This is an optimization exercise on Yosys and OpenROAD, whose aim is small area, not a production implementation.
Function was checked by simulation only, so behaviour that the tests miss may differ from the original.
The flow treats the clock pin as an ideal source, which a real chip does not have.
Power and IR drop assume default switching activity.

Design button_debounce_auto_repeat, start of the top module:
module button_debounce_auto_repeat (
  input  wire logic        clk_i,
  input  wire logic        rst_ni,
  input  wire logic        cfg_we_i,
  input  wire logic [1:0]  cfg_idx_i,
  input  wire logic [15:0] cfg_data_i,
  input  wire logic        tick_valid_i,
  output logic             tick_ready_o,
  input  wire logic [5:0]  tick_raw_buttons_i,
  output logic             evt_valid_o,
  input  wire logic        evt_ready_i,
  output logic [2:0]       evt_button_index_o,
  output logic             evt_event_kind_o,
  output logic             evt_last_event_o
);
Settings: LEC_CHECK=0, CAP_MARGIN=5, CORE_MARGIN=2, CORE_UTILIZATION=60, GPL_TIMING_DRIVEN=0, SLEW_MARGIN=5, SYNTH_HIERARCHICAL=1; clock period 8.0 ns.
standard.sh (not shown) runs the stock make flow with config.mk's settings and CLKGATE_MAP_FILE= SYNTH_SCRIPT=/design/flow/synth_recipe.tcl, a recipe that flattens the netlist after the stock synthesis.
==> flow/flow/run.sh <==
#!/bin/bash
# The standard layout, with four changes: every cell goes to its smallest
# drive strength after floorplanning (downsize.tcl), the ports get buf_1
# buffers, CTS uses clkbuf_8 without dummy loads, and after CTS each clock
# buffer goes to the smallest clkbuf that keeps the register clock-pin slew
# under 112 ps (clkdown.tcl).
set -euo pipefail
here=$(pwd)
export POST_FLOORPLAN_TCL="$here/flow/downsize.tcl"
export POST_CTS_TCL="$here/flow/clkdown.tcl"
export BUFFER_PORTS_ARGS="-buffer_cell sky130_fd_sc_hd__buf_1"
export CTS_ARGS="-sink_clustering_enable -repair_clock_nets -buf_list sky130_fd_sc_hd__clkbuf_8 -sink_clustering_size 50 -sink_clustering_max_diameter 100 -dont_use_dummy_load"
bash standard.sh finish > "$here/standard_flow.log" 2>&1
==> flow/flow/clkdown.tcl <==
# Run after CTS (POST_CTS_TCL). Give each clock buffer the smallest of the clkbuf cells that keeps the
# slew at every register clock pin under the limit (placement estimate).
proc my_clk_pin_slew { } {
  set worst 0.0
  foreach p [get_pins -hierarchical */CLK] {
    set s [get_property $p slew_max]
    if { $s > $worst } { set worst $s }
  }
  return $worst
}
proc my_downsize_clock { limit sizes } {
  set db [ord::get_db]
  set block [ord::get_db_block]
  set n 0
  foreach inst [$block getInsts] {
    if { ![string match "clkbuf_*" [$inst getName]] } { continue }
    set orig [$inst getMaster]
    foreach sz $sizes {
      set m [$db findMaster "sky130_fd_sc_hd__clkbuf_$sz"]
      if { [$m getWidth] >= [[$inst getMaster] getWidth] } { continue }
      $inst swapMaster $m
      estimate_parasitics -placement
      if { [my_clk_pin_slew] > $limit } {
        $inst swapMaster $orig
        estimate_parasitics -placement
      } else {
        set orig $m
        incr n
      }
    }
  }
  puts "downsize_clock: $n swaps, worst clock pin slew [my_clk_pin_slew]"
}

estimate_parasitics -placement
my_downsize_clock 0.112 {4 2 1}
Other scripts of this flow, unchanged in this note and not shown: flow/flow/downsize.tcl
Change:
--- a/flow/flow/run.sh
+++ b/flow/flow/run.sh
@@ -2 +2 @@
-# The standard layout, with four changes: every cell goes to its smallest
+# The standard layout, with three changes: every cell goes to its smallest
@@ -4,3 +4 @@
-# buffers, CTS uses clkbuf_8 without dummy loads, and after CTS each clock
-# buffer goes to the smallest clkbuf that keeps the register clock-pin slew
-# under 112 ps (clkdown.tcl).
+# buffers, and CTS uses clkbuf_8 in large clusters without dummy loads.
@@ -10 +7,0 @@
-export POST_CTS_TCL="$here/flow/clkdown.tcl"
Settings changed: CAP_MARGIN 5 to 20, GPL_TIMING_DRIVEN 0 to not set, SLEW_MARGIN 5 to 20.
removed: flow/flow/clkdown.tcl
=> Power came out higher by 0.56%. Setup slack gains 0.76 ns. Combinational power came out higher by about 0.9%. Die area is unchanged. Count of clock-buffer cells in the layout does not change. Routed wire length came out lower by 0.79%. Core utilization came out lower by 0.37 points.

* * *

run 1:
Another version of the RTL of button_debounce_auto_repeat (not shown whole).
Size: ~1300 cells after synthesis, ~170 flip-flops, ~36 I/O pins, ~11000 sq um of cells after synthesis.
export LEC_CHECK = 0
export CAP_MARGIN = 5
export CORE_MARGIN = 2
export CORE_UTILIZATION = 60
export SLEW_MARGIN = 5
export SYNTH_HIERARCHICAL = 1
create_clock -name core_clock -period 8.0 [get_ports {clk_i}]
==> flow/flow/run.sh <==
#!/bin/bash
# The standard layout, with four changes: every cell goes to its smallest
# drive strength after floorplanning (downsize.tcl), the ports get buf_1
# buffers, CTS uses clkbuf_8 without dummy loads, and after CTS each clock
# buffer goes to the smallest clkbuf that keeps the register clock-pin slew
# under 112 ps (clkdown.tcl).
set -euo pipefail
here=$(pwd)
export POST_FLOORPLAN_TCL="$here/flow/downsize.tcl"
export POST_CTS_TCL="$here/flow/clkdown.tcl"
export BUFFER_PORTS_ARGS="-buffer_cell sky130_fd_sc_hd__buf_1"
export CTS_ARGS="-sink_clustering_enable -repair_clock_nets -buf_list sky130_fd_sc_hd__clkbuf_8 -sink_clustering_size 50 -sink_clustering_max_diameter 100 -dont_use_dummy_load"
bash standard.sh finish > "$here/standard_flow.log" 2>&1
==> flow/flow/clkdown.tcl <==
# Run after CTS (POST_CTS_TCL). Give each clock buffer the smallest of the clkbuf cells that keeps the
# slew at every register clock pin under the limit (placement estimate).
proc my_clk_pin_slew { } {
  set worst 0.0
  foreach p [get_pins -hierarchical */CLK] {
    set s [get_property $p slew_max]
    if { $s > $worst } { set worst $s }
  }
  return $worst
}
proc my_downsize_clock { limit sizes } {
  set db [ord::get_db]
  set block [ord::get_db_block]
  set n 0
  foreach inst [$block getInsts] {
    if { ![string match "clkbuf_*" [$inst getName]] } { continue }
    set orig [$inst getMaster]
    foreach sz $sizes {
      set m [$db findMaster "sky130_fd_sc_hd__clkbuf_$sz"]
      if { [$m getWidth] >= [[$inst getMaster] getWidth] } { continue }
      $inst swapMaster $m
      estimate_parasitics -placement
      if { [my_clk_pin_slew] > $limit } {
        $inst swapMaster $orig
        estimate_parasitics -placement
      } else {
        set orig $m
        incr n
      }
    }
  }
  puts "downsize_clock: $n swaps, worst clock pin slew [my_clk_pin_slew]"
}

estimate_parasitics -placement
my_downsize_clock 0.112 {4 2 1}
Other scripts of this flow, unchanged in this note and not shown: flow/flow/downsize.tcl
The following lists how run 2 was set up differently from run 1:
- CAP_MARGIN: 5 -> 20
- SLEW_MARGIN: 5 -> 20
==> comparison <==
- Delta (run 2 minus run 1): routing usage on met2 higher, setup slack after layout went up by 0.012 ns, cell area after layout has remained practically unchanged, leakage power total held steady.
- NOTE power attributed to the clock group run 1->run 2 decreased slightly
## Diff of input files: run 3 against run 2
--- a/flow/flow/run.sh
+++ b/flow/flow/run.sh
@@ -4 +4 @@
-# buffers, CTS uses clkbuf_8 without dummy loads, and after CTS each clock
+# buffers, CTS uses clkbuf_16 without dummy loads, and after CTS each clock
@@ -6 +6 @@
-# under 112 ps (clkdown.tcl).
+# under 110 ps (clkdown.tcl).
@@ -12 +12 @@
-export CTS_ARGS="-sink_clustering_enable -repair_clock_nets -buf_list sky130_fd_sc_hd__clkbuf_8 -sink_clustering_size 50 -sink_clustering_max_diameter 100 -dont_use_dummy_load"
+export CTS_ARGS="-sink_clustering_enable -repair_clock_nets -buf_list sky130_fd_sc_hd__clkbuf_16 -dont_use_dummy_load"
--- a/flow/flow/clkdown.tcl
+++ b/flow/flow/clkdown.tcl
@@ -1,2 +1,3 @@
-# Run after CTS (POST_CTS_TCL). Give each clock buffer the smallest of the clkbuf cells that keeps the
-# slew at every register clock pin under the limit (placement estimate).
+# Run after CTS (POST_CTS_TCL). Give each clock buffer the smallest of the
+# clkbuf cells that keeps the slew at every register clock pin under the
+# limit (placement estimate), the leaf buffers first, then the ones above.
@@ -14,0 +16,3 @@
+  # leaves first (their output drives registers), the rest after
+  set leaves {}
+  set others {}
@@ -16,0 +21,7 @@
+    set drives_reg 0
+    foreach it [[[$inst findITerm X] getNet] getITerms] {
+      if { [[$it getMTerm] getName] == "CLK" } { set drives_reg 1; break }
+    }
+    if { $drives_reg } { lappend leaves $inst } else { lappend others $inst }
+  }
+  foreach inst [concat $leaves $others] {
@@ -36 +47 @@
-my_downsize_clock 0.112 {4 2 1}
+my_downsize_clock 0.110 {8 4 2 1}
[summary]
Compared with run 2, run 3 shows design area that has gone down slightly. Run 3 vs. run 2: share of total power in combinational logic went up by 0.6 points. The run showing the greater achievable frequency is run 3. Summary of the comparison: post-synthesis to final-layout area growth is lower in run 3, relative to run 2. On post-route total power, run 3 does better than run 2. [compare] base=run 2 new=run 3: average detailed-routed wire length per instance climbed 0.52%; post-route clock period utilization dropped 0.68 points; non-filler instance count after layout barely changed; global-route usage climbed 0.33 points; number of instances in the synthesized netlist barely changed.
diff inputs: run 3 => run 4
--- a/flow/flow/run.sh
+++ b/flow/flow/run.sh
@@ -2 +2 @@
-# The standard layout, with four changes: every cell goes to its smallest
+# The standard layout, with these changes: every cell goes to its smallest
@@ -6 +6,2 @@
-# under 110 ps (clkdown.tcl).
+# under 110 ps, after which the resizer sizes down cells with slack to spare
+# (clkdown.tcl).
--- a/flow/flow/clkdown.tcl
+++ b/flow/flow/clkdown.tcl
@@ -3 +3,2 @@
-# limit (placement estimate), the leaf buffers first, then the ones above.
+# limit (placement estimate), the leaf buffers first, then the ones above;
+# then recover area on the other cells.
@@ -47,0 +49,4 @@
+
+# Then size down the other cells that have slack to spare (the resizer's
+# power recovery, which keeps timing, slew and capacitance limits).
+repair_timing -recover_power 100
## What came out
Diff run 4..run 3 | area added between synthesis and finish | negligible
Comparing run 4 against run 3, there is no change at all in initial antenna violation count.
There was hardly any difference in detailed-route wire length between run 4 and run 3.
On part of the total power dissipated in the clock network, run 4 and run 3 are basically level.
Utilization across run 4 and run 3: no real change.
Changes observed in run 4 relative to run 3: mean routed wirelength per cell about even, worst-case setup margin in the final layout -0.25 ns, total number of multi-input combinational cells about even.

[static timing again, ports no longer ideal]
The results above use ideal ports. As a check the final layouts listed here were re-extracted and re-timed, cells and wires unchanged.
Step 1 (the two cells are an assumption about what drives the block):
set clk [get_ports {clk_i}]
set_driving_cell -lib_cell sky130_fd_sc_hd__clkbuf_16 $clk
set_driving_cell -lib_cell sky130_fd_sc_hd__buf_2 [delete_from_list [all_inputs] $clk]
Step 2 times the ports against the registers' clock, not the clock port: input delays grow and output delays shrink by t, the midpoint of the rising clock arrivals with the driver on.
a / b / c = no drivers / after step 1 / after step 2; a / b = the first two.
run | t, ns | setup WS [ns] | worst setup path after step 2 | worst slew at a driven data input, ns
the first run of note 1 | 0.485 | 1.260 / 1.279 / 0.794 | input to register | 0.04
the second run of note 1 | 0.487 | 2.018 / 2.039 / 1.551 | input to register | 0.04
run 1 | 0.501 | 2.479 / 2.497 / 1.996 | input to register | 0.05
run 2 | 0.501 | 2.491 / 2.508 / 2.007 | input to register | 0.05
run 3 | 0.603 | 2.545 / 2.561 / 1.958 | input to register | 0.05
run 4 | 0.607 | 2.290 / 2.307 / 1.700 | input to register | 0.05
After both steps every run listed still meets setup and hold. For run 4, which loses most, drivers alone change the setup slack by +0.017 ns; drivers and shift together by -0.590 ns.
